This is an optimization exercise on Yosys and OpenROAD, whose aim is small area, a short achievable clock period and few clock cycles per item, not a production implementation. RTL that was checked went through simulation tests only; none was proved equivalent to the original. For runs 1 and 3, only the layout was checked, not whether the RTL still works. No activity file was given, so power comes from the tool's default toggle rates.

===== flow/design.v =====
`default_nettype none
package dma_pkg;
  typedef logic [32-1:0] dma_addr_t;
  typedef logic [31:0] dma_len_t;
  typedef logic [4-1:0] dma_ce_t;
  typedef struct packed {
    dma_addr_t src;
    dma_addr_t dst;
    dma_len_t  len;
  } dma_cfg_t;
  typedef enum logic [2:0] {
    SEQ_IDLE,
    SEQ_RD_CHECK,
    SEQ_RD_WAIT,
    SEQ_WR_CHECK,
    SEQ_WR_WAIT
  } seq_state_t;
endpackage
`default_nettype wire
`default_nettype none
package mst_pkg;
  typedef logic [32-1:0] mst_data_t;
  typedef enum logic [1:0] {
    CMD_IDLE,
    CMD_RUN,
    CMD_WAIT,
    CMD_DONE
  } cmd_state_t;
endpackage
`default_nettype wire
`timescale 1ns/1ps
`default_nettype none
module dma_regs
(
  input  wire logic      Bus2IP_Clk,
  input  wire logic      rst,
  input  mst_pkg::mst_data_t      bus2ip_data,
  input  dma_pkg::dma_ce_t        bus2ip_wrce,
  input  dma_pkg::dma_ce_t        bus2ip_rdce,
  input  wire logic      busy,
  output mst_pkg::mst_data_t      ip2bus_data,
  output logic           ip2bus_wrack,
  output logic           ip2bus_rdack,
  output dma_pkg::dma_cfg_t       cfg,
  output logic           key
);
  mst_pkg::mst_data_t wdata;
  assign wdata = rst ? '0 : bus2ip_data;
  always_ff @(posedge Bus2IP_Clk)
  begin
    if (rst || bus2ip_wrce[3])
      cfg.src <= dma_pkg::dma_addr_t'(wdata);
    if (rst || bus2ip_wrce[2])
      cfg.dst <= dma_pkg::dma_addr_t'(wdata);
    if (rst || bus2ip_wrce[1])
      cfg.len <= dma_pkg::dma_len_t'(wdata);
  end
  assign key = bus2ip_wrce[0] && (bus2ip_data == mst_pkg::mst_data_t'(32'h0000_00CC));
  assign ip2bus_data = ({32{bus2ip_rdce[3]}} & mst_pkg::mst_data_t'(cfg.src))
                     | ({32{bus2ip_rdce[2]}} & mst_pkg::mst_data_t'(cfg.dst))
                     | ({32{bus2ip_rdce[1]}} & mst_pkg::mst_data_t'(cfg.len))
                     | {{(32-1){1'b0}}, bus2ip_rdce[0] & busy};
  assign ip2bus_wrack = |bus2ip_wrce;
  assign ip2bus_rdack = |bus2ip_rdce;
endmodule
`default_nettype wire
`timescale 1ns/1ps
`default_nettype none
module simple_dma
(
  input  wire logic      Bus2IP_Clk,
  input  wire logic      rst,
  input  mst_pkg::mst_data_t      bus2ip_data,
  input  dma_pkg::dma_ce_t        bus2ip_wrce,
  input  dma_pkg::dma_ce_t        bus2ip_rdce,
  output mst_pkg::mst_data_t      ip2bus_data,
  output logic           ip2bus_wrack,
  output logic           ip2bus_rdack,
  input  wire logic      bus2ip_mst_cmdack,
  input  wire logic      bus2ip_mst_cmplt,
  input  mst_pkg::mst_data_t      bus2ip_mstrd_d,
  input  wire logic      bus2ip_mstrd_src_rdy_n,
  input  wire logic      bus2ip_mstwr_dst_rdy_n,
  output logic           ip2bus_mstrd_req,
  output logic           ip2bus_mstwr_req,
  output dma_pkg::dma_addr_t      ip2bus_mst_addr,
  output mst_pkg::mst_data_t      ip2bus_mstwr_d
);
  dma_pkg::dma_cfg_t cfg;
  logic     key;
  logic     busy_q;
  logic     rdreq_q;
  logic     wrreq_q;
  dma_pkg::dma_addr_t addr_q;
  dma_pkg::dma_addr_t next_q;
  logic [32-3:0] words_q;
  logic     part_q;
  mst_pkg::mst_data_t data_q;
  logic     start;
  logic     rd_cmplt;
  logic     wr_cmplt;
  logic     accept;
  logic     none_left;
  dma_regs u_regs (
    .Bus2IP_Clk(Bus2IP_Clk), .rst(rst),
    .bus2ip_data(bus2ip_data), .bus2ip_wrce(bus2ip_wrce), .bus2ip_rdce(bus2ip_rdce),
    .busy(busy_q), .ip2bus_data(ip2bus_data),
    .ip2bus_wrack(ip2bus_wrack), .ip2bus_rdack(ip2bus_rdack),
    .cfg(cfg), .key(key)
  );
  assign start     = key && !busy_q && (cfg.len != '0);
  assign rd_cmplt  = !bus2ip_mstrd_src_rdy_n;
  assign wr_cmplt  = !bus2ip_mstwr_dst_rdy_n;
  assign accept    = bus2ip_mst_cmdack || bus2ip_mst_cmplt;
  assign none_left = (words_q == '0) && !part_q;
  always_ff @(posedge Bus2IP_Clk)
  begin
    if (rst)
    begin
      busy_q  <= 1'b0;
      rdreq_q <= 1'b0;
      wrreq_q <= 1'b0;
    end
    else
    begin
      busy_q  <= start || (busy_q && !(wr_cmplt && none_left));
      rdreq_q <= start || (rdreq_q && !accept) || (busy_q && wr_cmplt && !none_left);
      wrreq_q <= (wrreq_q && !accept) || (busy_q && rd_cmplt);
    end
  end
  always_ff @(posedge Bus2IP_Clk)
  begin
    if (!busy_q)
    begin
      addr_q  <= cfg.src;
      next_q  <= cfg.dst;
      words_q <= cfg.len[32-1:2];
      part_q  <= |cfg.len[1:0];
    end
    else
    begin
      if (bus2ip_mst_cmplt)
      begin
        addr_q <= next_q;
        next_q <= addr_q + dma_pkg::dma_addr_t'(4);
      end
      if (rd_cmplt)
      begin
        if (part_q)
          part_q  <= 1'b0;
        else
          words_q <= words_q - 1'b1;
      end
    end
  end
  always_ff @(posedge Bus2IP_Clk)
  begin
    if (rd_cmplt)
      data_q <= bus2ip_mstrd_d;
  end
  assign ip2bus_mstrd_req = rdreq_q;
  assign ip2bus_mstwr_req = wrreq_q;
  assign ip2bus_mst_addr  = addr_q;
  assign ip2bus_mstwr_d   = data_q;
endmodule
`default_nettype wire

===== flow/flow/run.sh =====
#!/bin/bash
# The standard flow (standard.sh) with two changes:
#  - the port buffers are sky130_fd_sc_hd__buf_1 cells (the standard flow picks delay cells);
#  - a few slow combinational cells are added to the platform's don't-use list,
#    for synthesis and layout alike. Registers are mapped exactly as in the
#    standard synthesis; only combinational gate choice changes.
set -euo pipefail
export BUFFER_PORTS_ARGS="-buffer_cell sky130_fd_sc_hd__buf_1"
DU="sky130_fd_sc_hd__probe_p_8 sky130_fd_sc_hd__probec_p_8 sky130_fd_sc_hd__lpflow_bleeder_1 sky130_fd_sc_hd__lpflow_clkbufkapwr_1 sky130_fd_sc_hd__lpflow_clkbufkapwr_16 sky130_fd_sc_hd__lpflow_clkbufkapwr_2 sky130_fd_sc_hd__lpflow_clkbufkapwr_4 sky130_fd_sc_hd__lpflow_clkbufkapwr_8 sky130_fd_sc_hd__lpflow_clkinvkapwr_1 sky130_fd_sc_hd__lpflow_clkinvkapwr_16 sky130_fd_sc_hd__lpflow_clkinvkapwr_2 sky130_fd_sc_hd__lpflow_clkinvkapwr_4 sky130_fd_sc_hd__lpflow_clkinvkapwr_8 sky130_fd_sc_hd__lpflow_decapkapwr_12 sky130_fd_sc_hd__lpflow_decapkapwr_3 sky130_fd_sc_hd__lpflow_decapkapwr_4 sky130_fd_sc_hd__lpflow_decapkapwr_6 sky130_fd_sc_hd__lpflow_decapkapwr_8 sky130_fd_sc_hd__lpflow_inputiso0n_1 sky130_fd_sc_hd__lpflow_inputiso0p_1 sky130_fd_sc_hd__lpflow_inputiso1n_1 sky130_fd_sc_hd__lpflow_inputiso1p_1 sky130_fd_sc_hd__lpflow_inputisolatch_1 sky130_fd_sc_hd__lpflow_isobufsrc_1 sky130_fd_sc_hd__lpflow_isobufsrc_16 sky130_fd_sc_hd__lpflow_isobufsrc_2 sky130_fd_sc_hd__lpflow_isobufsrc_4 sky130_fd_sc_hd__lpflow_isobufsrc_8 sky130_fd_sc_hd__lpflow_isobufsrckapwr_16 sky130_fd_sc_hd__lpflow_lsbuf_lh_hl_isowell_tap_1 sky130_fd_sc_hd__lpflow_lsbuf_lh_hl_isowell_tap_2 sky130_fd_sc_hd__lpflow_lsbuf_lh_hl_isowell_tap_4 sky130_fd_sc_hd__lpflow_lsbuf_lh_isowell_4 sky130_fd_sc_hd__lpflow_lsbuf_lh_isowell_tap_1 sky130_fd_sc_hd__lpflow_lsbuf_lh_isowell_tap_2 sky130_fd_sc_hd__lpflow_lsbuf_lh_isowell_tap_4 sky130_fd_sc_hd__a222oi_1 sky130_fd_sc_hd__or4_1 sky130_fd_sc_hd__or4_2 sky130_fd_sc_hd__or4_4 sky130_fd_sc_hd__nor4_1 sky130_fd_sc_hd__nor4_2 sky130_fd_sc_hd__nor4_4"
bash standard.sh "DONT_USE_CELLS=$DU" synth > synth.log 2>&1
bash standard.sh "DONT_USE_CELLS=$DU" finish > layout.log 2>&1

===== flow/standard.sh =====
#!/bin/bash
# synth_recipe.tcl (not shown) runs the flow's synth.tcl, then flattens the netlist and writes it again
# the make line also repeats each setting of config.mk as NAME=value (left out here)
make -C /OpenROAD-flow-scripts/flow DESIGN_CONFIG=/design/flow/config.mk WORK_HOME=/design/flow/orfs CLKGATE_MAP_FILE= SYNTH_SCRIPT=/design/flow/synth_recipe.tcl "${@:-finish}"

===== flow/config.mk =====
export PLATFORM = sky130hd
export DESIGN_NAME = simple_dma
export DESIGN_NICKNAME = simple_dma
export VERILOG_FILES = /design/flow/design.v
export SDC_FILE = /design/flow/constraint.sdc
export NUM_CORES = 4
export LEC_CHECK = 0
export ABC_CLOCK_PERIOD_IN_PS = 2000
export CAP_MARGIN = 20
export CORE_MARGIN = 2
export CORE_UTILIZATION = 65
export CTS_CLUSTER_DIAMETER = 100
export CTS_CLUSTER_SIZE = 30
export SETUP_SLACK_MARGIN = 2.4
export SLEW_MARGIN = 20

===== flow/constraint.sdc =====
create_clock -name core_clock -period 5.0 [get_ports {Bus2IP_Clk}]
set_input_delay 1.0000 -clock core_clock [delete_from_list [all_inputs] [get_ports {Bus2IP_Clk}]]
set_output_delay 1.0000 -clock core_clock [all_outputs]
set_load 0.01 [all_outputs]

==> results of run 1 <==
[synthesized netlist by cell type, drive strengths merged (4+ instances only)]
cell | number | area share
inv | 6 | 0.0023
nand2 | 80 | 0.030
xnor2 | 21 | 0.018
nor4b | 6 | 0.0053
mux2 | 35 | 0.039
clkbuf | 33 | 0.013
nand3 | 15 | 0.0075
nor2b | 35 | 0.022
or2 | 6 | 0.0038
buf | 6 | 0.0024
edfxtp | 223 | 0.67
and4 | 10 | 0.0088
and3 | 8 | 0.0050
a31oi | 4 | 0.0025
or3 | 4 | 0.0030
nor3 | 18 | 0.014
xor2 | 29 | 0.025
a22oi | 34 | 0.026
nor2 | 101 | 0.038
nand4 | 19 | 0.013
a21oi | 54 | 0.027
[tightest hold or removal path, delay by kind of cell (launching register included)]
kind	cells	cell delay, ns
simple gates	1	0.08
flops	1	0.35
compound gates	1	0.07
[final timing paths]
check | depth (start not counted) | slack, ns | endpoint
setup / recovery | 5 | 2.30 | ip2bus_data[29]
hold reg to reg | 2 | 0.52 | wrreq_q
hold / removal | 2 | 0.52 | wrreq_q
setup reg to reg | 5 | 2.56 | next_q[10]
[metal layers]
metal,vias to the layer above,global-route usage,part of all wire
li1,3186,-,-
met1,3569,0.460,0.40
met2,433,0.526,0.46
met3,54,0.0639,0.099
met4,0,0.122,0.037
met5,-,0,0
[logic make-up after synthesis]
| logic type | Yosys count | share of synthesized area |
|---|---|---|
| DFF | 226 | 0.676 |
| and+or+nand+nor | 313 | 0.159 |
| muxes | 35 | 0.0394 |
| xor gates and xnor gates | 50 | 0.0438 |
| buffers and inverters | 45 | 0.0171 |
| adders and majority gates | 2 | 0.00250 |
| AOI/OAI and AO/OA | 102 | 0.0627 |
[repair_timing]
item,in CTS,in global routing
setup endpoints to repair,33,39
resized for setup,95,11
setup buffers,1,2
pin swaps,17,7
gates cloned,11,0
[power by group]
part,internal [mW],leakage (nW),switching (mW)
Combinational,0.210,1.66,0.265
Clock,0.418,0.146,0.569
Sequential,2.27,2.41,0.145
[sequential cells by signal (all words and copies together) (netlist names)]
name and flops:
addr_q 32, busy_q 1, data_q 32, next_q 32
part_q 1, rdreq_q 1, u_regs.cfg 96, words_q 30
wrreq_q 1
[area by class of cell]
type	count	area (sq um)
clock buffer	14	287
multi-input combinational	502	3260
tap	188	235
clock inverter	1	16.3
fill	936	3380
inverter	6	22.5
sequential	226	6760
timing repair buffer	198	1190
==> flow_metrics.env, run 1 <==
export IMPL_status="complete, no violations"
export IMPL_rsz0062_at_grt="yes"
export IMPL_vias_per_cell=6.38
export IMPL_start_kind="primary input"
export IMPL_syn_cell_area_sq_um=10000
export IMPL_cts_path_max_buffers=3
export IMPL_syn_area_per_cell_sq_um=12.9
export IMPL_post_place_ws_ns=2.09
export IMPL_cpPeakStageDelay_ns=0.15
export IMPL_gp_congestion=0.859
export IMPL_dp_hpwl_microns=16500
export IMPL_insertion_delay_ns=0.48
export IMPL_synthFlopType="edfxtp_1"
export IMPL_hold_buffers=0
export IMPL_rows=45
export IMPL_drive_gt1_frac=0.165
export IMPL_cp_end_kind="output pin"
export IMPL_slew_violations=0
export IMPL_worstSetupStartpoint="bus2ip_rdce[3]"
export IMPL_htree_levels=1
export IMPL_first_pass_iters=5
export IMPL_port_buffers=177
export IMPL_grt_usage=0.330
export IMPL_utilization=0.777
export IMPL_num_vias=7242
export IMPL_fin_cells=1135
export IMPL_dpl_instance_area_sq_um=10800
export IMPL_ys_types=42
export IMPL_final_area_sq_um=11800
export IMPL_path_clk_slew_ns=0.11
export IMPL_p_total_mw=3.88
export IMPL_critPathSlowestCell="buf_12"
export IMPL_crit_required_ns=4.00
export IMPL_n_antenna_cell=0
export IMPL_async_flop_share=0
export IMPL_hp_start="wrreq_q"
export IMPL_place_inst=1106
export IMPL_clock_fmax_ghz=0.371
export IMPL_avgRoutedWirePerCell_microns=23.9
export IMPL_nets=1025
export IMPL_grt_pass1_wl_microns=40200
export IMPL_crit_path_max_fanout=5
export IMPL_worstPathArrival_ns=1.70
export IMPL_period_share=0.539
export IMPL_die_x_microns=128
export IMPL_crit_chain="buf_12 > buf_12 > a22oi_2 > nand2_1 > buf_2"
export IMPL_irDropWorstVdd_uv=306
export IMPL_final_cell_mix="edfxtp_1, buf_1, nor2_1, nand2_1, a21oi_1"
export IMPL_post_route_drc_count=0
export IMPL_cts_root_buffer="clkbuf_16"
export IMPL_fin_crit_ns=2.70
export IMPL_clkSinkCount=226
export IMPL_cp_buffers_inverters=3
export IMPL_pin_count=178
export IMPL_worstSetupPathType="in2out"
export IMPL_final_hold_viol_count=0
export IMPL_start_util=0.660
export IMPL_core_sq_um=15100
export IMPL_wirelength_microns=27100
export IMPL_crit_path_frequent_cell="buf_12"
export IMPL_die_area_sq_um=16400
export IMPL_syn_inst=773
export IMPL_finalSetupViolations=0
export IMPL_r2r_start="addr_q[2]"
export IMPL_drtIter0Drc=894
export IMPL_synth_seq_cells=226
export IMPL_cap_violations=0
export IMPL_overflow=0
export IMPL_finClkSkew_ns=0.0246
export IMPL_synth_edff_count=223
export IMPL_synth_seq_area_share=0.676
export IMPL_syn_nets=853
export IMPL_area_growth_pct=17.7
export IMPL_cts_tree="done"
export IMPL_ant_nets=0
export IMPL_hp_class="reg2reg"
export IMPL_powerDensity_nw_per_um2=329
export IMPL_cts_made_buffers=11
export IMPL_die_h_microns=128
export IMPL_fin_ws_ns=2.30
export IMPL_maxSlewHeadroom=0.337
export IMPL_timing_setup_tns_ns=0
export IMPL_holdWs_ns=0.524
export IMPL_grt_max_degree=89
export IMPL_grt_pass1_vias=7060
export IMPL_crit_family="buffers and inverters"
export IMPL_leakage_nw=4.21
export IMPL_worstMarginPinSlew_ns=0.995
export IMPL_final_common_cell="edfxtp_1"
export IMPL_yosys_warnings=2
export IMPL_antenna_found_initial=0
==> run 2: changes to the inputs <==
--- a/flow/design.v
+++ b/flow/design.v
@@ -147,8 +147,8 @@
       if (rd_cmplt)
       begin
-        if (part_q)
+        if (words_q != '0)
+          words_q <= words_q - 1'b1;
+        else
           part_q  <= 1'b0;
-        else
-          words_q <= words_q - 1'b1;
       end
     end
--- a/flow/config.mk
+++ b/flow/config.mk
@@ -12,4 +12,4 @@
 export CTS_CLUSTER_DIAMETER = 100
 export CTS_CLUSTER_SIZE = 30
-export SETUP_SLACK_MARGIN = 2.4
+export SETUP_SLACK_MARGIN = 2.2
 export SLEW_MARGIN = 20
==> run 2 against run 1 <==
Against the previous run:
- critical path type unchanged
- combinational power fell by 16%
- worst hold slack improved by 0.018 ns
- synthesized area fell by 0.21%
- register-to-register slack got worse by 0.16 ns
- final area fell by 5.4%
- count of clock-buffer cells in the layout fell by 1
- clock power fell by 0.9%
- still clean on timing, DRC and antenna
- largest cell class unchanged
- non-clock buffer count fell by 12
- via count fell by 4.7%
- largest power group unchanged
==> flow_metrics.env, run 2 <==
export IMPL_status="complete, no violations"
export IMPL_largest_reg_flops=96
export IMPL_cp_end_kind="output pin"
export IMPL_fin_cells=1120
export IMPL_slew_violations=0
export IMPL_clkSinkCount=226
export IMPL_grt_pass1_vias=6687
export IMPL_top_register="u_regs.cfg"
export IMPL_dpl_instance_area_sq_um=10800
export IMPL_drtIter0Drc=733
export IMPL_gr_usage_met3=0.0480
export IMPL_fin_ws_ns=2.20
export IMPL_path_clk_slew_ns=0.11
export IMPL_start_util=0.661
export IMPL_grtUsageMet1=0.400
export IMPL_hold_depth=2
export IMPL_regArea_sq_um=6760
export IMPL_crit_path_max_fanout=33
export IMPL_period_share=0.559
export IMPL_syn_cell_area_sq_um=9980
export IMPL_nets=1011
export IMPL_final_common_cell="edfxtp_1"
export IMPL_finClkSkew_ns=0.0237
export IMPL_synthFlopType="edfxtp_1"
export IMPL_crit_required_ns=4.00
export IMPL_synth_top_cell_by_area="edfxtp_1"
export IMPL_yosys_warnings=2
export IMPL_worstMarginPinSlew_ns=0.975
export IMPL_met2_usage=0.455
export IMPL_overflow=0
export IMPL_drive_gt1_frac=0.0837
export IMPL_grt_pass1_wl_microns=35300
export IMPL_start_kind="primary input"
export IMPL_async_flop_share=0
export IMPL_yosys_top_cells_count="edfxtp_1, nor2_1, nand2_1, a21oi_1, xor2_1"
export IMPL_insertion_delay_ns=0.48
export IMPL_clock_fmax_ghz=0.357
export IMPL_pin_count=178
export IMPL_final_cell_mix="edfxtp_1, buf_1, nor2_1, nand2_1, a21oi_1"
export IMPL_synth_top_area_share=0.671
export IMPL_area_growth_pct=11.6
export IMPL_post_place_ws_ns=1.64
export IMPL_ant_nets=0
export IMPL_syn_nets=851
export IMPL_top_usage_layer="met2"
export IMPL_die_h_microns=128
export IMPL_utilization=0.738
export IMPL_rows=45
export IMPL_avgRoutedWirePerCell_microns=20.6
export IMPL_cts_setup_buffers=0
export IMPL_ys_top_cells_by_area="edfxtp_1, mux2_2, nor2_1, xor2_1, nand2_1"
export IMPL_nFillCells=1034
export IMPL_syn_inst=771
export IMPL_final_area_sq_um=11100
export IMPL_maxSlewHeadroom=0.350
export IMPL_synth_seq_cells=226
export IMPL_grt_max_degree=75
export IMPL_syn_area_per_cell_sq_um=12.9
export IMPL_place_inst=1106
export IMPL_rr_worst_depth=6
export IMPL_worstPathArrival_ns=1.80
export IMPL_synth_edff_count=223
export IMPL_timing_setup_tns_ns=0
export IMPL_powerDensity_nw_per_um2=338
export IMPL_finalSetupViolations=0
export IMPL_grt_usage=0.279
export IMPL_hold_buffers=0
export IMPL_multiInputGateArea_sq_um=3060
export IMPL_ys_types=46
export IMPL_die_area_sq_um=16400
export IMPL_wirelength_microns=23100
export IMPL_htree_levels=1
export IMPL_hp_class="reg2reg"
export IMPL_fin_crit_ns=2.80
export IMPL_irDropWorstVdd_uv=363
export IMPL_die_x_microns=128
export IMPL_cts_made_buffers=11
export IMPL_cts_root_buffer="clkbuf_16"
export IMPL_yosysMostFrequentCell="edfxtp_1"
export IMPL_final_hold_viol_count=0
export IMPL_num_vias=6904
export IMPL_rsz0062_at_grt="yes"
export IMPL_antenna_found_initial=0
export IMPL_cap_violations=0
export IMPL_first_pass_iters=7
export IMPL_dp_hpwl_microns=15400
export IMPL_leakage_nw=3.91
export IMPL_cts_path_max_buffers=3
export IMPL_synth_seq_area_share=0.677
export IMPL_core_sq_um=15100
export IMPL_port_buffers=177
export IMPL_post_route_drc_count=0
export IMPL_vias_per_cell=6.16
export IMPL_gp_congestion=0.830
export IMPL_worstSetupPathType="in2out"
export IMPL_n_antenna_cell=0
export IMPL_cts_tree="done"
-- run 2: path summary, 6_finish.rpt --
| kind | from | to | slack (ns) |
|---|---|---|---|
| worst min register to register | wrreq_q | wrreq_q | 0.54 |
| worst min-delay path | wrreq_q | wrreq_q | 0.54 |
| worst max-delay path | bus2ip_rdce[3] | ip2bus_data[21] | 2.20 |
| worst max register to register | words_q[8] | words_q[12] | 2.40 |
-- run 2: cells by family (layout without fill, tap and decap cells) --
family / Yosys count / count (layout) / share of synthesized area
simple gates: 312 / 312 / 0.156
xor+xnor: 50 / 50 / 0.0439
fa+ha+maj: 2 / 2 / 0.00251
compound gates: 102 / 102 / 0.0621
flops: 226 / 226 / 0.677
buf+inv: 43 / 204 / 0.0179
mux: 36 / 36 / 0.0406
-- run 2: layout make-up --
cell class,instances,area share
multi-input combinational,502,0.274
tap,188,0.0211
inverter,4,0.00135
clock inverter,1,0.00146
clock buffer,13,0.0254
sequential,226,0.607
timing repair buffer,186,0.0694
-- run 2: power by group --
group,switching [mW],internal [mW]
Clock,0.563,0.415
Sequential,0.119,2.27
Combinational,0.240,0.158
Total,0.922,2.84
-- run 2: stage by stage --
step,power [mW],hold WS (ns)
final,3.76,0.542
after floorplan,2.64,0.523
after CTS,3.78,0.540
after detailed placement,2.82,0.509
after global placement,2.80,0.480
after global routing,3.90,0.547
-- run 2: repair_timing --
| item | CTS | global route |
|---|---|---|
| gates resized for setup | 13 | 4 |
| pin swaps | 0 | 1 |
| endpoints found under the setup margin | 63 | 47 |
-- run 2: worst max-delay path: stages --
cell and delay (ns):
buf_1 0.13, buf_12 0.24, a22oi_1 0.13, nand2_1 0.10, buf_1 0.18
-- run 2: layer usage --
layer / routed length (microns) / part of all wire
met5: 0 / 0
met2: 11300 / 0.49
met1: 9410 / 0.41
met4: 424 / 0.018
met3: 1990 / 0.086
Testbench counts of run 2, summed over its fixed seeds: cycles 59,953, words 6,547.
==> run 3: changes to the inputs <==
--- a/flow/design.v
+++ b/flow/design.v
@@ -147,8 +147,8 @@
       if (rd_cmplt)
       begin
-        if (words_q != '0)
+        if (part_q)
+          part_q  <= 1'b0;
+        else
           words_q <= words_q - 1'b1;
-        else
-          part_q  <= 1'b0;
       end
     end
--- a/flow/config.mk
+++ b/flow/config.mk
@@ -10,6 +10,6 @@
 export CORE_MARGIN = 2
 export CORE_UTILIZATION = 65
-export CTS_CLUSTER_DIAMETER = 100
-export CTS_CLUSTER_SIZE = 30
+export CTS_CLUSTER_DIAMETER = 60
+export CTS_CLUSTER_SIZE = 20
 export SETUP_SLACK_MARGIN = 2.2
 export SLEW_MARGIN = 20
==> run 3 against run 2 <==
Against the previous run:
- still clean
- via count up 2.1%
- sequential share of layout area fell by 1.1 points
- fmax is 0.75% higher
- sequential cell count unchanged
- register-to-register slack got worse by 0.06 ns
- sequential power hardly changed
- critical path depth did not move
- global-route usage is 1.8 points higher
- die area is 0.21% higher
==> flow_metrics.env, run 3 <==
export IMPL_finClkSkew_ns=0.0117
export IMPL_syn_nets=853
export IMPL_largest_reg_flops=96
export IMPL_port_buffers=177
export IMPL_ys_top_cells_by_area="edfxtp_1, mux2_2, nor2_1, nand2_1, a21oi_1"
export IMPL_die_area_sq_um=16400
export IMPL_core_sq_um=15100
export IMPL_drive_gt1_frac=0.0858
export IMPL_rows=45
export IMPL_synth_edff_count=223
export IMPL_powerDensity_nw_per_um2=359
export IMPL_cp_end_kind="output pin"
export IMPL_htree_levels=1
export IMPL_cap_violations=0
export IMPL_yosys_top_cells_count="edfxtp_1, nor2_1, nand2_1, a21oi_1"
export IMPL_worstPathArrival_ns=1.78
export IMPL_vias_per_cell=6.23
export IMPL_start_util=0.660
export IMPL_first_pass_iters=6
export IMPL_syn_inst=773
export IMPL_grt_usage=0.297
export IMPL_overflow=0
export IMPL_die_x_microns=128
export IMPL_regArea_sq_um=6760
export IMPL_met2_usage=0.484
export IMPL_dp_hpwl_microns=16000
export IMPL_ys_types=42
export IMPL_finalSetupViolations=0
export IMPL_worstSetupPathType="in2out"
export IMPL_status="complete, no violations"
export IMPL_drtIter0Drc=695
export IMPL_pin_count=178
export IMPL_top_register="u_regs.cfg"
export IMPL_worstMarginPinSlew_ns=0.934
export IMPL_n_antenna_cell=0
export IMPL_multiInputGateArea_sq_um=3080
export IMPL_period_share=0.555
export IMPL_cts_path_max_buffers=3
export IMPL_synth_top_cell_by_area="edfxtp_1"
export IMPL_avgRoutedWirePerCell_microns=21.6
export IMPL_slew_violations=0
export IMPL_hold_buffers=0
export IMPL_grt_max_degree=89
export IMPL_nFillCells=1028
export IMPL_maxSlewHeadroom=0.377
export IMPL_grt_pass1_wl_microns=37200
export IMPL_async_flop_share=0
export IMPL_grt_pass1_vias=6884
export IMPL_yosys_warnings=2
export IMPL_grtUsageMet1=0.434
export IMPL_synth_top_area_share=0.670
export IMPL_final_common_cell="edfxtp_1"
export IMPL_nets=1016
export IMPL_gr_usage_met3=0.0355
export IMPL_syn_area_per_cell_sq_um=12.9
export IMPL_rsz0062_at_grt="yes"
export IMPL_crit_path_max_fanout=33
export IMPL_die_h_microns=128
export IMPL_cts_made_buffers=16
export IMPL_start_kind="primary input"
export IMPL_timing_setup_tns_ns=0
export IMPL_top_usage_layer="met2"
export IMPL_irDropWorstVdd_uv=270
export IMPL_syn_cell_area_sq_um=10000
export IMPL_leakage_nw=4.00
export IMPL_synth_seq_area_share=0.676
export IMPL_clkSinkCount=226
export IMPL_post_route_drc_count=0
export IMPL_path_clk_slew_ns=0.08
export IMPL_hp_class="reg2reg"
export IMPL_synthFlopType="edfxtp_1"
export IMPL_synth_seq_cells=226
export IMPL_final_hold_viol_count=0
export IMPL_final_cell_mix="edfxtp_1, buf_1, nor2_1, nand2_1, a21oi_1"
export IMPL_crit_required_ns=4.00
export IMPL_fin_crit_ns=2.78
export IMPL_cts_root_buffer="clkbuf_16"
export IMPL_area_growth_pct=13.4
export IMPL_gp_congestion=0.837
export IMPL_wirelength_microns=24400
export IMPL_insertion_delay_ns=0.48
export IMPL_cts_tree="done"
export IMPL_antenna_found_initial=0
export IMPL_clock_fmax_ghz=0.360
export IMPL_ant_nets=0
export IMPL_num_vias=7051
export IMPL_p_total_mw=4.07
export IMPL_yosysMostFrequentCell="edfxtp_1"
run 3: power by group:
| group | internal (mW) | switching (mW) | total (mW) |
|---|---|---|---|
| Clock | 0.631 | 0.631 | 1.26 |
| Combinational | 0.161 | 0.242 | 0.403 |
| Sequential | 2.27 | 0.132 | 2.40 |
| Total | 3.06 | 1.01 | 4.07 |
run 3: critical path, stage by stage:
cell	delay, ns
buf_1	0.12
buf_12	0.23
a22oi_1	0.12
nand2_1	0.11
buf_1	0.18
run 3: worst paths after layout:
path                                      from         endpoint  slack [ns]  cells after the start
worst min-delay path                   rdreq_q          rdreq_q        0.53                      2
worst max register to register      words_q[0]      words_q[24]        2.34                      7
worst min register to register         rdreq_q          rdreq_q        0.53                      2
worst max-delay path            bus2ip_rdce[3]  ip2bus_data[31]        2.22                      5
run 3: metal layers:
layer | vias up | routed length, microns
li1 | 3164 | -
met1 | 3468 | 9860
met2 | 385 | 11900
met3 | 34 | 2210
met4 | 0 | 437
met5 | - | 0
run 3: kinds of logic (layout without fill, tap and decap cells):
logic type	count (synthesis)	in the layout	share of synthesized area
AO/OA/AOI/OAI	102	102	0.0627
multiplexers	35	35	0.0394
XOR/XNOR	50	50	0.0438
flip-flops	226	226	0.676
adder cells (fa/ha/maj)	2	2	0.00250
buffers and inverters	45	216	0.0171
AND/OR/NAND/NOR	313	313	0.159
run 3: layout make-up:
cell class | count | area share
clock buffers | 20 | 0.0385
clock inverters | 6 | 0.00386
inverters | 6 | 0.00198
multi-input cells | 502 | 0.271
flip-flops and latches | 226 | 0.596
well taps | 188 | 0.0207
repair buffers | 184 | 0.0677
run 3: timing repair:
item,4_1_cts,5_1_grt
pin swaps,0,0
endpoints found under the setup margin,32,43
buffers inserted,0,1
hold endpoints to repair,0,0
gates resized for setup,7,2
run 3: per-stage QoR:
| step | cells | util | setup WS, ns | instance area, sq um | hold slack, ns |
|---|---|---|---|---|---|
| floorplan | 773 | - | 2.20 | 10000 | 0.519 |
| global placement | 1105 | 0.714 | 2.05 | 10800 | 0.490 |
| detailed placement | 1105 | 0.714 | 2.04 | 10800 | 0.521 |
| CTS | 1131 | 0.747 | 2.20 | 11300 | 0.534 |
| global route | 1132 | 0.749 | 2.19 | 11300 | 0.546 |
| finish | 1132 | 0.749 | 2.22 | 11300 | 0.532 |
==> run 4: changes to the inputs <==
--- a/flow/design.v
+++ b/flow/design.v
@@ -147,8 +147,8 @@
       if (rd_cmplt)
       begin
-        if (part_q)
+        if (words_q != '0)
+          words_q <= words_q - 1'b1;
+        else
           part_q  <= 1'b0;
-        else
-          words_q <= words_q - 1'b1;
       end
     end
--- a/flow/config.mk
+++ b/flow/config.mk
@@ -9,7 +9,7 @@
 export CAP_MARGIN = 20
 export CORE_MARGIN = 2
-export CORE_UTILIZATION = 65
-export CTS_CLUSTER_DIAMETER = 60
+export CORE_UTILIZATION = 80
+export CTS_CLUSTER_DIAMETER = 80
 export CTS_CLUSTER_SIZE = 20
-export SETUP_SLACK_MARGIN = 2.2
+export SETUP_SLACK_MARGIN = 2.3
 export SLEW_MARGIN = 20
==> run 4 against run 3 <==
Against the previous run:
- the run now fails in 5_1_grt
- synthesized area shrank 0.21%
- synthesized cell count shrank 0.26%
==> flow_metrics.env, run 4 <==
export IMPL_gp_congestion=0.888
export IMPL_syn_area_per_cell_sq_um=12.9
export IMPL_hold_buffers=0
export IMPL_yosys_warnings=2
export IMPL_syn_inst=771
export IMPL_outcome_stop_stage="5_1_grt"
export IMPL_worst_endpoint="ip2bus_data[21]"
export IMPL_synthFlopType="edfxtp_1"
export IMPL_htree_levels=1
export IMPL_grt_max_degree=77
export IMPL_status="aborted with a tool error"
export IMPL_port_buffers=177
export IMPL_syn_nets=851
export IMPL_error="[ERROR DPL-0033] detailed placement checks failed during check placement."
export IMPL_antenna_found_initial=3
export IMPL_cts_path_max_buffers=3
export IMPL_ys_top_cells_by_area="edfxtp_1, mux2_2, nor2_1, xor2_1, nand2_1"
export IMPL_endpoint_type="output port"
export IMPL_place_inst=1085
export IMPL_dp_hpwl_microns=16800
export IMPL_synth_edff_count=223
export IMPL_cts_root_buffer="clkbuf_16"
export IMPL_yosys_top_cells_count="edfxtp_1, nor2_1, nand2_1, a21oi_1, xor2_1"
export IMPL_post_place_ws_ns=1.52
export IMPL_die_h_microns=116
export IMPL_rows=40
export IMPL_synth_top_area_share=0.671
export IMPL_ys_types=46
export IMPL_clkSinkCount=226
export IMPL_synth_seq_cells=226
export IMPL_synth_seq_area_share=0.677
export IMPL_cts_made_buffers=15
export IMPL_yosysMostFrequentCell="edfxtp_1"
export IMPL_synth_top_cell_by_area="edfxtp_1"
export IMPL_die_x_microns=116
export IMPL_async_flop_share=0
export IMPL_dpl_instance_area_sq_um=10800
export IMPL_start_util=0.824
export IMPL_syn_cell_area_sq_um=9980
export IMPL_pin_count=178
## run 4: cell types whose count changed after synthesis, moves of 3 or more
| cell | before | now |
|---|---|---|
| nand4_1 | 18 | 24 |
| and4_1 | 10 | 3 |
| xnor2_1 | 21 | 12 |
| or3_1 | 3 | 7 |
| nor3_1 | 14 | 11 |
| xor2_1 | 29 | 38 |
| nor3_4 | 4 | 1 |
| buf_1 | 5 | 2 |
| nor4b_1 | 6 | 3 |
## run 4: through the flow
stage,power [mW],util
after global placement,2.79,0.888
after CTS,4.03,0.960
after floorplan,2.64,-
after detailed placement,2.83,0.888
## run 4: cells by family after synthesis
| logic type | Yosys count | synth area share |
|---|---|---|
| adders and majority gates | 2 | 0.00251 |
| DFF | 226 | 0.677 |
| muxes | 36 | 0.0406 |
| xor gates and xnor gates | 50 | 0.0439 |
| and+or+nand+nor | 312 | 0.156 |
| AOI/OAI and AO/OA | 102 | 0.0621 |
| buffers and inverters | 43 | 0.0179 |
## run 4: power by group through the flow
stage / Sequential [mW] / Combinational, mW / Clock, mW
floorplan: 2.41 / 0.226 / 0
global placement: 2.42 / 0.374 / 0
detailed placement: 2.43 / 0.397 / 0
CTS: 2.40 / 0.458 / 1.17
## run 4: how the worst min path moves through the flow
stage	slack, ns	depth (start not counted)	endpoint
floorplan	0.52	1	addr_q[29]
CTS	0.52	2	wrreq_q
detailed placement	0.50	2	wrreq_q
global placement	0.48	2	wrreq_q
## run 4: repair_timing
| action | CTS |
|---|---|
| gates cloned | 7 |
| buffers inserted | 1 |
| setup endpoints to repair | 55 |
| pin swaps | 13 |
| resized for setup | 77 |
Testbench counts of run 4, summed over its fixed seeds: cycles 59,953, words 6,547.
==> run 5: changes to the inputs <==
--- a/flow/design.v
+++ b/flow/design.v
@@ -133,6 +133,4 @@
     if (!busy_q)
     begin
-      addr_q  <= cfg.src;
-      next_q  <= cfg.dst;
       words_q <= cfg.len[32-1:2];
       part_q  <= |cfg.len[1:0];
@@ -140,17 +138,27 @@
     else
     begin
-      if (bus2ip_mst_cmplt)
-      begin
-        addr_q <= next_q;
-        next_q <= addr_q + dma_pkg::dma_addr_t'(4);
-      end
       if (rd_cmplt)
       begin
-        if (words_q != '0)
+        if (part_q)
+          part_q  <= 1'b0;
+        else
           words_q <= words_q - 1'b1;
-        else
-          part_q  <= 1'b0;
       end
     end
+  end
+  logic     addr_load;
+  logic     addr_step;
+  logic     addr_hold;
+  assign addr_load = !busy_q;
+  assign addr_step = busy_q && bus2ip_mst_cmplt;
+  assign addr_hold = busy_q && !bus2ip_mst_cmplt;
+  always_ff @(posedge Bus2IP_Clk)
+  begin
+    addr_q <= ({32{addr_load}} & cfg.src)
+            | ({32{addr_step}} & next_q)
+            | ({32{addr_hold}} & addr_q);
+    next_q <= ({32{addr_load}} & cfg.dst)
+            | ({32{addr_step}} & (addr_q + dma_pkg::dma_addr_t'(4)))
+            | ({32{addr_hold}} & next_q);
   end
   always_ff @(posedge Bus2IP_Clk)
--- a/flow/config.mk
+++ b/flow/config.mk
@@ -9,7 +9,7 @@
 export CAP_MARGIN = 20
 export CORE_MARGIN = 2
-export CORE_UTILIZATION = 80
-export CTS_CLUSTER_DIAMETER = 80
+export CORE_UTILIZATION = 65
+export CTS_CLUSTER_DIAMETER = 60
 export CTS_CLUSTER_SIZE = 20
-export SETUP_SLACK_MARGIN = 2.3
+export SETUP_SLACK_MARGIN = 2.0
 export SLEW_MARGIN = 20
==> run 5 against run 4 <==
Against the previous run:
- now clean on timing, DRC and antenna
- synthesized area shrank 0.53%
- synthesized cell count is 15% higher
==> flow_metrics.env, run 5 <==
export IMPL_fin_crit_ns=2.94
export IMPL_overflow=0
export IMPL_nFillCells=1100
export IMPL_final_common_cell="buf_1"
export IMPL_irDropWorstVdd_uv=367
export IMPL_synth_seq_cells=226
export IMPL_antenna_found_initial=0
export IMPL_cts_root_buffer="clkbuf_16"
export IMPL_synth_top_cell_by_area="edfxtp_1"
export IMPL_first_pass_iters=5
export IMPL_dp_hpwl_microns=16500
export IMPL_htree_levels=1
export IMPL_post_route_drc_count=0
export IMPL_rows=45
export IMPL_synth_top_area_share=0.481
export IMPL_maxSlewHeadroom=0.348
export IMPL_syn_nets=964
export IMPL_yosys_warnings=2
export IMPL_critPathCapture="ip2bus_data[30]"
export IMPL_die_x_microns=128
export IMPL_avgRoutedWirePerCell_microns=19.6
export IMPL_leakage_nw=4.10
export IMPL_utilization=0.740
export IMPL_yosysMostFrequentCell="edfxtp_1"
export IMPL_cts_setup_buffers=0
export IMPL_grt_max_degree=74
export IMPL_synthFlopType="edfxtp_1"
export IMPL_synth_seq_area_share=0.616
export IMPL_insertion_delay_ns=0.48
export IMPL_cap_violations=0
export IMPL_worstMarginPinSlew_ns=0.974
export IMPL_timing_setup_tns_ns=0
export IMPL_async_flop_share=0
export IMPL_num_vias=7317
export IMPL_start_kind="primary input"
export IMPL_syn_inst=884
export IMPL_grt_pass1_vias=6747
export IMPL_cts_path_max_buffers=3
export IMPL_drtIter0Drc=552
export IMPL_path_clk_slew_ns=0.08
export IMPL_gp_congestion=0.852
export IMPL_finalSetupViolations=0
export IMPL_clkSinkCount=226
export IMPL_syn_cell_area_sq_um=9930
export IMPL_cts_tree="done"
export IMPL_syn_area_per_cell_sq_um=11.2
export IMPL_r2r_slack_ns=2.54
export IMPL_wirelength_microns=24200
export IMPL_reg2reg_to="words_q[18]"
export IMPL_rsz0062_at_grt="no"
export IMPL_grt_pass1_wl_microns=37000
export IMPL_start_util=0.658
export IMPL_ys_types=44
export IMPL_largest_reg_flops=96
export IMPL_final_hold_viol_count=0
export IMPL_die_h_microns=128
export IMPL_hp_class="reg2reg"
export IMPL_grt_usage=0.294
export IMPL_worstSetupStartpoint="bus2ip_rdce[2]"
export IMPL_area_growth_pct=12.5
export IMPL_powerDensity_nw_per_um2=355
export IMPL_rr_worst_depth=7
export IMPL_worstPathArrival_ns=1.94
export IMPL_final_cell_mix="buf_1, edfxtp_1, nor2_1, a21oi_1, nand2_1"
export IMPL_ant_nets=0
export IMPL_vias_per_cell=5.93
export IMPL_yosys_top_cells_count="edfxtp_1, nor2_1, a21oi_1, nand2_1, dfxtp_1"
export IMPL_die_area_sq_um=16300
export IMPL_cts_made_buffers=15
export IMPL_r2r_start="words_q[0]"
export IMPL_port_buffers=177
export IMPL_worstSetupPathType="in2out"
export IMPL_ys_top_cells_by_area="edfxtp_1, dfxtp_1, nor2_1, a21oi_1, mux2i_1"
export IMPL_finClkSkew_ns=0.0215
export IMPL_pin_count=178
export IMPL_nets=1118
export IMPL_core_sq_um=15100
export IMPL_top_register="u_regs.cfg"
export IMPL_cp_end_kind="output pin"
export IMPL_drive_gt1_frac=0.0545
export IMPL_status="complete, no violations"
export IMPL_n_antenna_cell=0
export IMPL_synth_edff_count=159
export IMPL_period_share=0.588
export IMPL_crit_path_max_fanout=20
export IMPL_crit_required_ns=4.00
export IMPL_clock_fmax_ghz=0.340
export IMPL_slew_violations=0
-- run 5: logic make-up (layout without fill, tap and decap cells) --
family | count (synthesis) | in the layout | synth area share
muxes | 44 | 44 | 0.0455
buffers and inverters | 58 | 219 | 0.0226
DFF | 226 | 226 | 0.616
adders and majority gates | 2 | 2 | 0.00252
AOI/OAI and AO/OA | 155 | 155 | 0.0896
and+or+nand+nor | 353 | 353 | 0.183
xor gates and xnor gates | 46 | 46 | 0.0406
-- run 5: final cells by class --
class | instances | area (sq um) | share of cell area
flip-flops and latches | 226 | 6120 | 0.548
multi-input cells | 600 | 3590 | 0.322
repair buffers | 188 | 758 | 0.0679
clock buffers | 23 | 427 | 0.0382
well taps | 188 | 235 | 0.0211
inverters | 7 | 26.3 | 0.00235
clock inverters | 1 | 8.76 | 0.000784
-- run 5: stage by stage --
stage	total power [mW]	setup slack (ns)	std cells	instance area, sq um	hold WS, ns
floorplan	2.61	2.20	884	9930	0.437
global placement	2.79	1.66	1209	10700	0.448
detailed placement	2.80	1.61	1209	10700	0.458
CTS	3.97	2.06	1233	11200	0.476
global route	4.10	2.00	1233	11200	0.495
finish	3.97	2.06	1233	11200	0.475
-- run 5: where the power goes --
group	leakage (nW)	switching (mW)	total, mW	internal, mW
registers	2.24	0.136	2.32	2.18
logic	1.65	0.267	0.448	0.181
clock network	0.210	0.604	1.20	0.595
total	4.10	1.01	3.97	2.96
-- run 5: timing repair --
action,4_1_cts,5_1_grt
gates resized for setup,2,1
endpoints found under the setup margin,25,1
hold buffers,0,0
-- run 5: worst min-delay path by stage --
| stage | slack (ns) | depth (start not counted) | startpoint | end |
|---|---|---|---|---|
| floorplan | 0.44 | 2 | next_q[24] | next_q[24] |
| global placement | 0.45 | 2 | next_q[28] | next_q[28] |
| detailed placement | 0.46 | 2 | next_q[18] | next_q[18] |
| CTS | 0.48 | 2 | next_q[12] | next_q[12] |
| global route | 0.49 | 2 | next_q[18] | next_q[18] |
| finish | 0.48 | 2 | next_q[12] | next_q[12] |
-- run 5: critical path: stages --
cell and delay [ns]:
buf_2 0.31, buf_6 0.27, a22oi_1 0.11, nand2_1 0.08, buf_1 0.14
-- run 5: per-layer routing --
| layer | share of wire | GRT usage |
|---|---|---|
| met4 | 0.017 | 0.0646 |
| met5 | 0 | 0 |
| met1 | 0.43 | 0.439 |
| met3 | 0.082 | 0.0364 |
| met2 | 0.47 | 0.472 |
Testbench counts of run 5, summed over its fixed seeds: cycles 59,953, words 6,547.
==> run 6: changes to the inputs <==
--- a/flow/config.mk
+++ b/flow/config.mk
@@ -12,4 +12,4 @@
 export CTS_CLUSTER_DIAMETER = 60
 export CTS_CLUSTER_SIZE = 20
-export SETUP_SLACK_MARGIN = 2.0
+export SETUP_SLACK_MARGIN = 2.35
 export SLEW_MARGIN = 20
==> run 6 against run 5 <==
Against the previous run:
- still clean on timing, DRC and antenna
- cell count grew 1.3%
- combinational power grew 15%
- register-to-register slack gained 0.05 ns
- worst hold slack lost 0.00073 ns
- non-clock buffer count grew 12
- critical endpoint is now ip2bus_data[17]
==> flow_metrics.env, run 6 <==
export IMPL_critPathSlowestCell="buf_16"
export IMPL_fin_crit_ns=2.69
export IMPL_place_inst=1208
export IMPL_met2_usage=0.516
export IMPL_htree_levels=1
export IMPL_top_register="u_regs.cfg"
export IMPL_ys_top_cells_by_area="edfxtp_1, dfxtp_1, nor2_1, a21oi_1, mux2i_1"
export IMPL_period_share=0.538
export IMPL_worstMarginPinSlew_ns=0.996
export IMPL_gp_congestion=0.911
export IMPL_first_pass_iters=5
export IMPL_nets=1131
export IMPL_ant_nets=0
export IMPL_leakage_nw=4.42
export IMPL_overflow=0
export IMPL_final_cell_mix="edfxtp_1, buf_1, nor2_1, a21oi_1, nand2_1"
export IMPL_finClkSkew_ns=0.0192
export IMPL_fin_ws_ns=2.31
export IMPL_drtIter0Drc=824
export IMPL_rsz0062_at_grt="yes"
export IMPL_timing_setup_tns_ns=0
export IMPL_cap_violations=0
export IMPL_hold_buffers=0
export IMPL_die_h_microns=128
export IMPL_die_x_microns=128
export IMPL_die_area_sq_um=16300
export IMPL_cpPeakStageDelay_ns=0.16
export IMPL_synthFlopType="edfxtp_1"
export IMPL_largest_reg_flops=96
export IMPL_reg2reg_to="words_q[23]"
export IMPL_hold_depth=2
export IMPL_insertion_delay_ns=0.49
export IMPL_synth_seq_area_share=0.616
export IMPL_top_usage_layer="met2"
export IMPL_r2r_slack_ns=2.59
export IMPL_yosys_warnings=2
export IMPL_core_sq_um=15100
export IMPL_dp_hpwl_microns=16500
export IMPL_final_common_cell="edfxtp_1"
export IMPL_powerDensity_nw_per_um2=354
export IMPL_crit_path_max_fanout=8
export IMPL_grtUsageMet1=0.450
export IMPL_n_antenna_cell=0
export IMPL_post_place_ws_ns=2.09
export IMPL_wirelength_microns=26600
export IMPL_status="complete, no violations"
export IMPL_cts_root_buffer="clkbuf_16"
export IMPL_yosys_top_cells_count="edfxtp_1, nor2_1, a21oi_1, nand2_1, dfxtp_1"
export IMPL_post_route_drc_count=0
export IMPL_synth_top_cell_by_area="edfxtp_1"
export IMPL_hp_start="next_q[24]"
export IMPL_async_flop_share=0
export IMPL_cp_buffers_inverters=3
export IMPL_fin_cells=1249
export IMPL_pin_count=178
export IMPL_crit_chain="buf_12 > buf_16 > a22oi_2 > nand2_1 > buf_2"
export IMPL_grt_pass1_vias=7023
export IMPL_syn_area_per_cell_sq_um=11.2
export IMPL_ys_types=44
export IMPL_gr_usage_met3=0.0603
export IMPL_cts_made_buffers=16
export IMPL_synth_edff_count=159
export IMPL_rows=45
export IMPL_num_vias=7739
export IMPL_syn_nets=964
export IMPL_synth_top_area_share=0.481
export IMPL_path_clk_slew_ns=0.08
export IMPL_worstSetupPathType="in2out"
export IMPL_finalSetupViolations=0
export IMPL_crit_family="buffers and inverters"
export IMPL_clock_fmax_ghz=0.372
export IMPL_hold_path_end="next_q[24]"
export IMPL_port_buffers=177
export IMPL_cts_tree="done"
export IMPL_antenna_found_initial=0
export IMPL_slew_violations=0
export IMPL_irDropWorstVdd_uv=334
export IMPL_cts_path_max_buffers=3
export IMPL_vias_per_cell=6.20
export IMPL_grt_max_degree=78
export IMPL_yosysMostFrequentCell="edfxtp_1"
export IMPL_syn_inst=884
export IMPL_final_hold_viol_count=0
export IMPL_hp_class="reg2reg"
export IMPL_drive_gt1_frac=0.133
export IMPL_rr_worst_depth=5
export IMPL_synth_seq_cells=226
export IMPL_start_util=0.658
export IMPL_syn_cell_area_sq_um=9930
export IMPL_worstPathArrival_ns=1.69
export IMPL_grt_usage=0.323
export IMPL_r2r_start="words_q[15]"
export IMPL_clkSinkCount=226
export IMPL_cp_end_kind="output pin"
export IMPL_grt_pass1_wl_microns=39700
export IMPL_start_kind="primary input"
export IMPL_avgRoutedWirePerCell_microns=21.3
export IMPL_crit_required_ns=4.00
export IMPL_maxSlewHeadroom=0.336
export IMPL_area_growth_pct=19.2
==> run 6: cell counts after synthesis <==
No cell type changed its count.
==> run 6: worst max path at each step <==
stage,startpoint,end,depth (start not counted)
after CTS,bus2ip_rdce[3],ip2bus_data[8],5
after detailed placement,bus2ip_mst_cmplt,next_q[29],6
after global placement,bus2ip_mst_cmplt,next_q[29],6
after global routing,bus2ip_rdce[3],ip2bus_data[7],5
after floorplan,bus2ip_rdce[3],ip2bus_data[23],4
final,bus2ip_rdce[3],ip2bus_data[17],5
==> run 6: cell type report <==
type                       instances  area (sq um)
inverter                           7          26.3
tap                              188           235
clock buffer                      23           458
timing repair buffer             200          1170
multi-input combinational        600          3760
fill                             993          3250
clock inverter                     5          65.1
sequential                       226          6120
==> run 6: worst reg2reg max path, stage by stage (launching register included) <==
cell	delay (ns)
edfxtp_1	0.44
or3_4	0.44
nor3_4	0.27
nand4_2	0.35
or4b_1	0.59
a31oi_1	0.17
==> run 6: report_power, final <==
part           leakage [nW]  total (mW)  switching, mW  internal [mW]
clock                 0.256        1.34          0.631          0.706
combinational          1.92       0.516          0.287          0.229
sequential             2.24        2.34          0.154           2.18
==> run 6: stage by stage <==
step	hold WS [ns]	cell area [sq um]	util	power, mW
finish	0.474	11800	0.784	4.19
global route	0.505	11800	0.784	4.33
floorplan	0.437	9930	-	2.61
detailed placement	0.457	10700	0.710	2.80
global placement	0.449	10700	0.710	2.79
CTS	0.475	11700	0.778	4.18
==> run 6: logic make-up after synthesis <==
family	share of synthesized area
and+or+nand+nor	0.183
AOI/OAI and AO/OA	0.0896
adders and majority gates	0.00252
muxes	0.0455
xor gates and xnor gates	0.0406
buffers and inverters	0.0226
DFF	0.616
==> run 6: what timing repair did <==
item | 4_1_cts | 5_1_grt
setup buffers | 0 | 2
pin swaps | 13 | 25
gates cloned | 10 | 1
endpoints found under the setup margin | 33 | 42
gates resized for setup | 80 | 18
==> run 6: metal layers <==
metal	wire, microns	part of all wire	vias up
li1	-	-	3525
met1	10600	0.40	3671
met2	12400	0.46	465
met5	0	0	-
met3	2630	0.099	78
met4	1020	0.038	0
==> run 7: changes to the inputs <==
--- a/flow/config.mk
+++ b/flow/config.mk
@@ -12,4 +12,4 @@
 export CTS_CLUSTER_DIAMETER = 60
 export CTS_CLUSTER_SIZE = 20
-export SETUP_SLACK_MARGIN = 2.35
+export SETUP_SLACK_MARGIN = 2.2
 export SLEW_MARGIN = 20
==> run 7 against run 6 <==
Against the previous run:
- worst setup slack lost 0.083 ns
- critical path depth unchanged
- routed wire length down 8.9%
- critical path type unchanged
- critical endpoint is now ip2bus_data[21]
- largest power group unchanged
- highest routed layer unchanged
==> flow_metrics.env, run 7 <==
export IMPL_worstMarginPinSlew_ns=0.962
export IMPL_syn_nets=964
export IMPL_worstSetupPathType="in2out"
export IMPL_place_inst=1209
export IMPL_yosysMostFrequentCell="edfxtp_1"
export IMPL_cap_violations=0
export IMPL_synth_top_cell_by_area="edfxtp_1"
export IMPL_finalSetupViolations=0
export IMPL_syn_inst=884
export IMPL_clkSinkCount=226
export IMPL_grt_pass1_vias=6742
export IMPL_hp_start="next_q[18]"
export IMPL_hold_depth=2
export IMPL_slew_violations=0
export IMPL_hold_path_end="next_q[18]"
export IMPL_rows=45
export IMPL_powerDensity_nw_per_um2=354
export IMPL_final_area_sq_um=11200
export IMPL_synth_seq_area_share=0.616
export IMPL_cts_tree="done"
export IMPL_avgRoutedWirePerCell_microns=19.7
export IMPL_top_register="u_regs.cfg"
export IMPL_area_growth_pct=12.9
export IMPL_dp_hpwl_microns=16500
export IMPL_die_area_sq_um=16300
export IMPL_final_common_cell="buf_1"
export IMPL_dpl_instance_area_sq_um=10700
export IMPL_maxSlewHeadroom=0.356
export IMPL_post_route_drc_count=0
export IMPL_overflow=0
export IMPL_pin_count=178
export IMPL_grt_pass1_wl_microns=37000
export IMPL_drive_gt1_frac=0.0565
export IMPL_cp_end_kind="output pin"
export IMPL_core_sq_um=15100
export IMPL_clock_fmax_ghz=0.361
export IMPL_n_antenna_cell=0
export IMPL_grt_max_degree=74
export IMPL_nets=1118
export IMPL_vias_per_cell=5.96
export IMPL_insertion_delay_ns=0.47
export IMPL_cts_made_buffers=15
export IMPL_r2r_slack_ns=2.52
export IMPL_cts_path_max_buffers=3
export IMPL_cts_root_buffer="clkbuf_16"
export IMPL_gp_congestion=0.852
export IMPL_r2r_start="words_q[0]"
export IMPL_start_util=0.658
export IMPL_htree_levels=1
export IMPL_irDropWorstVdd_uv=341
export IMPL_wirelength_microns=24200
export IMPL_syn_area_per_cell_sq_um=11.2
export IMPL_die_h_microns=128
export IMPL_reg2reg_to="words_q[18]"
export IMPL_synth_top_area_share=0.481
export IMPL_crit_required_ns=4.00
export IMPL_drtIter0Drc=652
export IMPL_async_flop_share=0
export IMPL_nFillCells=1091
export IMPL_ant_nets=0
export IMPL_largest_reg_flops=96
export IMPL_synth_seq_cells=226
export IMPL_crit_path_max_fanout=33
export IMPL_finClkSkew_ns=0.0140
export IMPL_rr_worst_depth=7
export IMPL_path_clk_slew_ns=0.08
export IMPL_grt_usage=0.294
export IMPL_leakage_nw=4.11
export IMPL_worstSetupStartpoint="bus2ip_rdce[3]"
export IMPL_timing_setup_tns_ns=0
export IMPL_start_kind="primary input"
export IMPL_hp_class="reg2reg"
export IMPL_final_cell_mix="buf_1, edfxtp_1, nor2_1, a21oi_1, nand2_1"
export IMPL_fin_cells=1233
export IMPL_antenna_found_initial=0
export IMPL_ys_top_cells_by_area="edfxtp_1, dfxtp_1, nor2_1, a21oi_1, mux2i_1"
export IMPL_synthFlopType="edfxtp_1"
export IMPL_yosys_warnings=2
export IMPL_fin_crit_ns=2.77
export IMPL_die_x_microns=128
export IMPL_syn_cell_area_sq_um=9930
export IMPL_period_share=0.555
export IMPL_final_hold_viol_count=0
export IMPL_ys_types=44
export IMPL_num_vias=7345
export IMPL_first_pass_iters=6
export IMPL_synth_edff_count=159
export IMPL_status="complete, no violations"
export IMPL_port_buffers=177
export IMPL_rsz0062_at_grt="yes"
export IMPL_worstPathArrival_ns=1.77
export IMPL_yosys_top_cells_count="edfxtp_1, nor2_1, a21oi_1, nand2_1, dfxtp_1"
-- run 7: cell types whose count changed in the layout (fill, tap and decap cells not counted), moves of 2 or more --
cell,change
a22oi_1,+31
a22oi_2,-31
clkbuf_1,+2
clkinv_2,-2
clkbuf_2,-2
buf_16,-10
buf_2,-28
clkbuf_16,-2
buf_1,+32
buf_12,-2
-- run 7: what timing repair did --
item,CTS,global route
cloned,0,0
resized for setup,8,5
buffers inserted,0,0
hold buffers,0,0
endpoints found under the setup margin,33,18
hold endpoints to repair,0,0
-- run 7: area by class of cell --
type,instances,area [sq um],area share
Inverter,7,26.3,0.00234
Multi-Input combinational cell,600,3600,0.321
Clock buffer,23,427,0.0381
Timing Repair Buffer,188,791,0.0705
Tap cell,188,235,0.0210
Sequential cell,226,6120,0.546
Clock inverter,1,8.76,0.000781
-- run 7: how the worst max path moves through the flow --
stage | end | depth (start not counted) | slack (ns)
2_1_floorplan | words_q[0] | 1 | 2.20
3_3_place_gp | ip2bus_data[30] | 5 | 1.66
3_5_place_dp | ip2bus_data[30] | 5 | 1.61
4_1_cts | ip2bus_data[30] | 5 | 2.20
5_1_grt | ip2bus_data[15] | 5 | 2.20
6_report | ip2bus_data[21] | 5 | 2.23
-- run 7: power breakdown --
part	switching, mW	internal, mW
sequential	0.137	2.18
combinational	0.268	0.185
clock	0.598	0.595
total	1.00	2.96
-- run 7: per-stage QoR --
step                      hold slack (ns)  power (mW)  utilization  setup WS, ns
after global placement              0.448        2.79        0.711          1.66
after global routing                0.495        4.10        0.743          2.20
after floorplan                     0.437        2.61            -          2.20
after CTS                           0.476        3.97        0.741          2.20
final                               0.475        3.97        0.743          2.23
after detailed placement            0.458        2.80        0.711          1.61
-- run 7: per-layer routing --
metal	vias up	part of all wire	GRT usage
li1	3503	-	-
met5	-	0	0
met1	3513	0.44	0.438
met3	29	0.074	0.0364
met2	300	0.47	0.472
met4	0	0.019	0.0646
-- run 7: worst max-delay path, cell delays in order --
cell and delay (ns):
buf_1 0.10, buf_12 0.19, a22oi_1 0.26, nand2_1 0.08
buf_1 0.13
-- run 7: cell families after synthesis --
kind of cell / after synthesis / synth area share
adders and majority gates: 2 / 0.00252
buffers and inverters: 58 / 0.0226
muxes: 44 / 0.0455
xor gates and xnor gates: 46 / 0.0406
DFF: 226 / 0.616
AOI/OAI and AO/OA: 155 / 0.0896
and+or+nand+nor: 353 / 0.183
==> run 8: changes to the inputs <==
==> flow/flow/run.sh (replaced) <==
#!/bin/bash
# The standard flow (standard.sh) with these changes:
#  - synthesis maps combinational logic with flow/abc_map.script (see flow/synth.tcl);
#  - the port buffers are sky130_fd_sc_hd__buf_1 cells (the standard flow picks delay cells);
#  - a few slow combinational cells are added to the platform's don't-use list,
#    for synthesis and layout alike.
# Registers are mapped exactly as in the standard synthesis.
set -euo pipefail
W=$(pwd)
export BUFFER_PORTS_ARGS="-buffer_cell sky130_fd_sc_hd__buf_1"
export MY_ABC_SCRIPT=$W/flow/abc_map.script
export FLOW_SYNTH_TCL=$W/synth_recipe.tcl
DU="sky130_fd_sc_hd__probe_p_8 sky130_fd_sc_hd__probec_p_8 sky130_fd_sc_hd__lpflow_bleeder_1 sky130_fd_sc_hd__lpflow_clkbufkapwr_1 sky130_fd_sc_hd__lpflow_clkbufkapwr_16 sky130_fd_sc_hd__lpflow_clkbufkapwr_2 sky130_fd_sc_hd__lpflow_clkbufkapwr_4 sky130_fd_sc_hd__lpflow_clkbufkapwr_8 sky130_fd_sc_hd__lpflow_clkinvkapwr_1 sky130_fd_sc_hd__lpflow_clkinvkapwr_16 sky130_fd_sc_hd__lpflow_clkinvkapwr_2 sky130_fd_sc_hd__lpflow_clkinvkapwr_4 sky130_fd_sc_hd__lpflow_clkinvkapwr_8 sky130_fd_sc_hd__lpflow_decapkapwr_12 sky130_fd_sc_hd__lpflow_decapkapwr_3 sky130_fd_sc_hd__lpflow_decapkapwr_4 sky130_fd_sc_hd__lpflow_decapkapwr_6 sky130_fd_sc_hd__lpflow_decapkapwr_8 sky130_fd_sc_hd__lpflow_inputiso0n_1 sky130_fd_sc_hd__lpflow_inputiso0p_1 sky130_fd_sc_hd__lpflow_inputiso1n_1 sky130_fd_sc_hd__lpflow_inputiso1p_1 sky130_fd_sc_hd__lpflow_inputisolatch_1 sky130_fd_sc_hd__lpflow_isobufsrc_1 sky130_fd_sc_hd__lpflow_isobufsrc_16 sky130_fd_sc_hd__lpflow_isobufsrc_2 sky130_fd_sc_hd__lpflow_isobufsrc_4 sky130_fd_sc_hd__lpflow_isobufsrc_8 sky130_fd_sc_hd__lpflow_isobufsrckapwr_16 sky130_fd_sc_hd__lpflow_lsbuf_lh_hl_isowell_tap_1 sky130_fd_sc_hd__lpflow_lsbuf_lh_hl_isowell_tap_2 sky130_fd_sc_hd__lpflow_lsbuf_lh_hl_isowell_tap_4 sky130_fd_sc_hd__lpflow_lsbuf_lh_isowell_4 sky130_fd_sc_hd__lpflow_lsbuf_lh_isowell_tap_1 sky130_fd_sc_hd__lpflow_lsbuf_lh_isowell_tap_2 sky130_fd_sc_hd__lpflow_lsbuf_lh_isowell_tap_4 sky130_fd_sc_hd__a222oi_1 sky130_fd_sc_hd__or4_1 sky130_fd_sc_hd__or4_2 sky130_fd_sc_hd__or4_4 sky130_fd_sc_hd__nor4_1 sky130_fd_sc_hd__nor4_2 sky130_fd_sc_hd__nor4_4"
bash standard.sh "DONT_USE_CELLS=$DU" SYNTH_SCRIPT=$W/flow/synth.tcl synth > synth.log 2>&1
bash standard.sh "DONT_USE_CELLS=$DU" SYNTH_SCRIPT=$W/flow/synth.tcl finish > layout.log 2>&1
==> flow/flow/abc_map.script (new file) <==
strash
&get -n
&st
&dch
&nf -a
&put
==> flow/flow/synth.tcl (new file) <==
# The standard flow's synthesis script (synth_recipe.tcl) unchanged, except that the
# combinational mapping calls ABC with flow/abc_map.script instead of ORFS's
# abc_speed.script. Registers are mapped before ABC runs, so they come out
# exactly as in the standard synthesis.
proc abc {args} {
  set i [lsearch -exact $args -script]
  if {$i >= 0 && [string match *abc_speed* [lindex $args [expr {$i+1}]]]} {
    lset args [expr {$i+1}] $::env(MY_ABC_SCRIPT)
  }
  puts "abc wrapper: $args"
  yosys abc {*}$args
}
source $::env(FLOW_SYNTH_TCL)
==> run 8 against run 7 <==
Against the previous run:
- first-iteration DRC count up 41%
- critical path depth stayed put
- still clean
- global-route usage up 3.1 points
==> flow_metrics.env, run 8 <==
export IMPL_core_sq_um=14500
export IMPL_post_route_drc_count=0
export IMPL_finalSetupViolations=0
export IMPL_wirelength_microns=27600
export IMPL_ys_types=36
export IMPL_nFillCells=952
export IMPL_syn_inst=844
export IMPL_holdWs_ns=0.490
export IMPL_crit_chain="clkbuf_4 > buf_12 > a22oi_1 > nand2_1 > clkbuf_2"
export IMPL_clock_fmax_ghz=0.358
export IMPL_syn_nets=924
export IMPL_period_share=0.558
export IMPL_syn_area_per_cell_sq_um=11.4
export IMPL_cts_root_buffer="clkbuf_16"
export IMPL_rsz0062_at_grt="yes"
export IMPL_die_area_sq_um=15800
export IMPL_r2r_start="words_q[0]"
export IMPL_hp_class="reg2reg"
export IMPL_final_hold_viol_count=0
export IMPL_die_x_microns=126
export IMPL_htree_levels=1
export IMPL_crit_family="buffers and inverters"
export IMPL_die_h_microns=126
export IMPL_grt_max_degree=64
export IMPL_area_growth_pct=18.7
export IMPL_grt_usage=0.326
export IMPL_avgRoutedWirePerCell_microns=22.0
export IMPL_fin_crit_ns=2.79
export IMPL_first_pass_iters=5
export IMPL_start_kind="primary input"
export IMPL_grt_pass1_vias=7334
export IMPL_cap_violations=0
export IMPL_irDropWorstVdd_uv=326
export IMPL_status="complete, no violations"
export IMPL_cp_end_kind="output pin"
export IMPL_synth_edff_count=159
export IMPL_vias_per_cell=6.31
export IMPL_synthFlopType="edfxtp_1"
export IMPL_synth_seq_area_share=0.637
export IMPL_largest_reg_flops=96
export IMPL_hold_buffers=0
export IMPL_finClkSkew_ns=0.0192
export IMPL_synth_top_area_share=0.497
export IMPL_grt_pass1_wl_microns=40100
export IMPL_synth_top_cell_by_area="edfxtp_1"
export IMPL_top_register="u_regs.cfg"
export IMPL_powerDensity_nw_per_um2=356
export IMPL_path_clk_slew_ns=0.08
export IMPL_gp_congestion=0.940
export IMPL_cpPeakStageDelay_ns=0.18
export IMPL_yosys_top_cells_count="edfxtp_1, nand2_1, nor2_1, a22oi_1, dfxtp_1"
export IMPL_yosysMostFrequentCell="edfxtp_1"
export IMPL_slew_violations=0
export IMPL_syn_cell_area_sq_um=9600
export IMPL_critPathSlowestCell="clkbuf_4"
export IMPL_utilization=0.787
export IMPL_final_common_cell="buf_1"
export IMPL_overflow=0
export IMPL_antenna_found_initial=0
export IMPL_async_flop_share=0
export IMPL_p_total_mw=4.05
export IMPL_cts_path_max_buffers=3
export IMPL_drive_gt1_frac=0.0596
export IMPL_worstMarginPinSlew_ns=0.734
export IMPL_crit_path_max_fanout=9
export IMPL_n_antenna_cell=0
export IMPL_crit_required_ns=4.00
export IMPL_yosys_warnings=2
export IMPL_ys_top_cells_by_area="edfxtp_1, dfxtp_1, a22oi_1, nand2_1, nor2_1"
export IMPL_drtIter0Drc=919
export IMPL_cts_tree="done"
==> run 8: cell types whose count changed after synthesis, sizes merged, moves of 21 or more <==
cell    change
a21oi      -53
a22oi      +58
mux2i      -35
xor2       -21
clkbuf     -38
clkinv     +42
o21ai      +35
nor2       -24
==> run 8: worst reg2reg max path, cell delays in order (launching register included) <==
cell and delay (ns):
edfxtp_1 0.46, clkinv_1 0.09, ha_1 0.19, or3b_1 0.47, nor3_1 0.46, nand4_1 0.29, o21a_1 0.25, o31ai_1 0.22
==> run 8: power by group <==
part	internal (mW)	switching (mW)
Sequential	2.18	0.149
Combinational	0.174	0.268
Clock	0.638	0.637
Total	3.00	1.05
==> run 8: final timing paths <==
path | slack [ns] | endpoint | depth (start not counted)
setup / recovery | 2.21 | ip2bus_data[31] | 5
hold / removal | 0.49 | next_q[15] | 2
setup reg to reg | 2.38 | words_q[22] | 7
hold reg to reg | 0.49 | next_q[15] | 2
==> run 8: final cells by class <==
type                            count  area, sq um  share of cell area
Timing Repair Buffer              201         1010              0.0883
Sequential cell                   226         6120               0.537
Inverter                           42          159              0.0139
Multi-Input combinational cell    577         3390               0.297
Clock inverter                      6         48.8             0.00428
Clock buffer                       22          444              0.0390
Tap cell                          184          230              0.0202
==> run 8: what timing repair did <==
action                                  4_1_cts  5_1_grt
pin swaps                                     1        3
endpoints found under the setup margin       60       58
setup buffers                                 0        5
gates resized for setup                       7       26
cloned                                        1        6
==> run 8: cells by family (layout without fill, tap and decap cells) <==
kind of cell / after synthesis / count (layout) / synth area share
and+or+nand+nor: 324 / 325 / 0.166
DFF: 226 / 226 / 0.637
AOI/OAI and AO/OA: 208 / 208 / 0.140
xor gates and xnor gates: 42 / 42 / 0.0383
buffers and inverters: 42 / 271 / 0.0164
adders and majority gates: 2 / 2 / 0.00261
==> run 8: per-layer routing <==
metal  vias to the layer above  part of all wire  track usage
met5                         -                 0            0
li1                       3611                 -            -
met1                      3754              0.39        0.464
met3                        55              0.11       0.0543
met4                         0             0.030       0.0987
met2                       524              0.47        0.521
==> run 8: through the flow <==
step | instance area (sq um) | std cells | setup WS [ns]
detailed placement | 10600 | 1217 | 2.06
floorplan | 9610 | 844 | 2.20
CTS | 11100 | 1246 | 2.10
global placement | 10600 | 1217 | 2.07
finish | 11400 | 1258 | 2.21
global route | 11400 | 1258 | 2.15

## separate check: timing with driven ports
The results above use ideal ports. As a check the final layouts listed here were re-extracted and re-timed, cells and wires unchanged. Step 1 assumes that a clkbuf_16 drives the clock port and a buf_2 every other input. Step 2 also shifts input and output timing later by t, the mid clock arrival at the registers, as if the neighbouring blocks saw the same clock. a / b / c = no drivers / after step 1 / after step 2; a / b = the first two.
run	t, ns	setup WS [ns]
run 1	0.507	2.303 / 2.254 / 2.226
run 2	0.514	2.203 / 2.182 / 2.182
run 3	0.516	2.223 / 2.196 / 2.047
run 5	0.512	2.060 / 2.039 / 1.980
run 6	0.518	2.310 / 2.260 / 2.037
run 7	0.509	2.227 / 2.206 / 1.973
run 8	0.526	2.208 / 2.180 / 2.105
After both steps setup and hold are still met in every run listed.
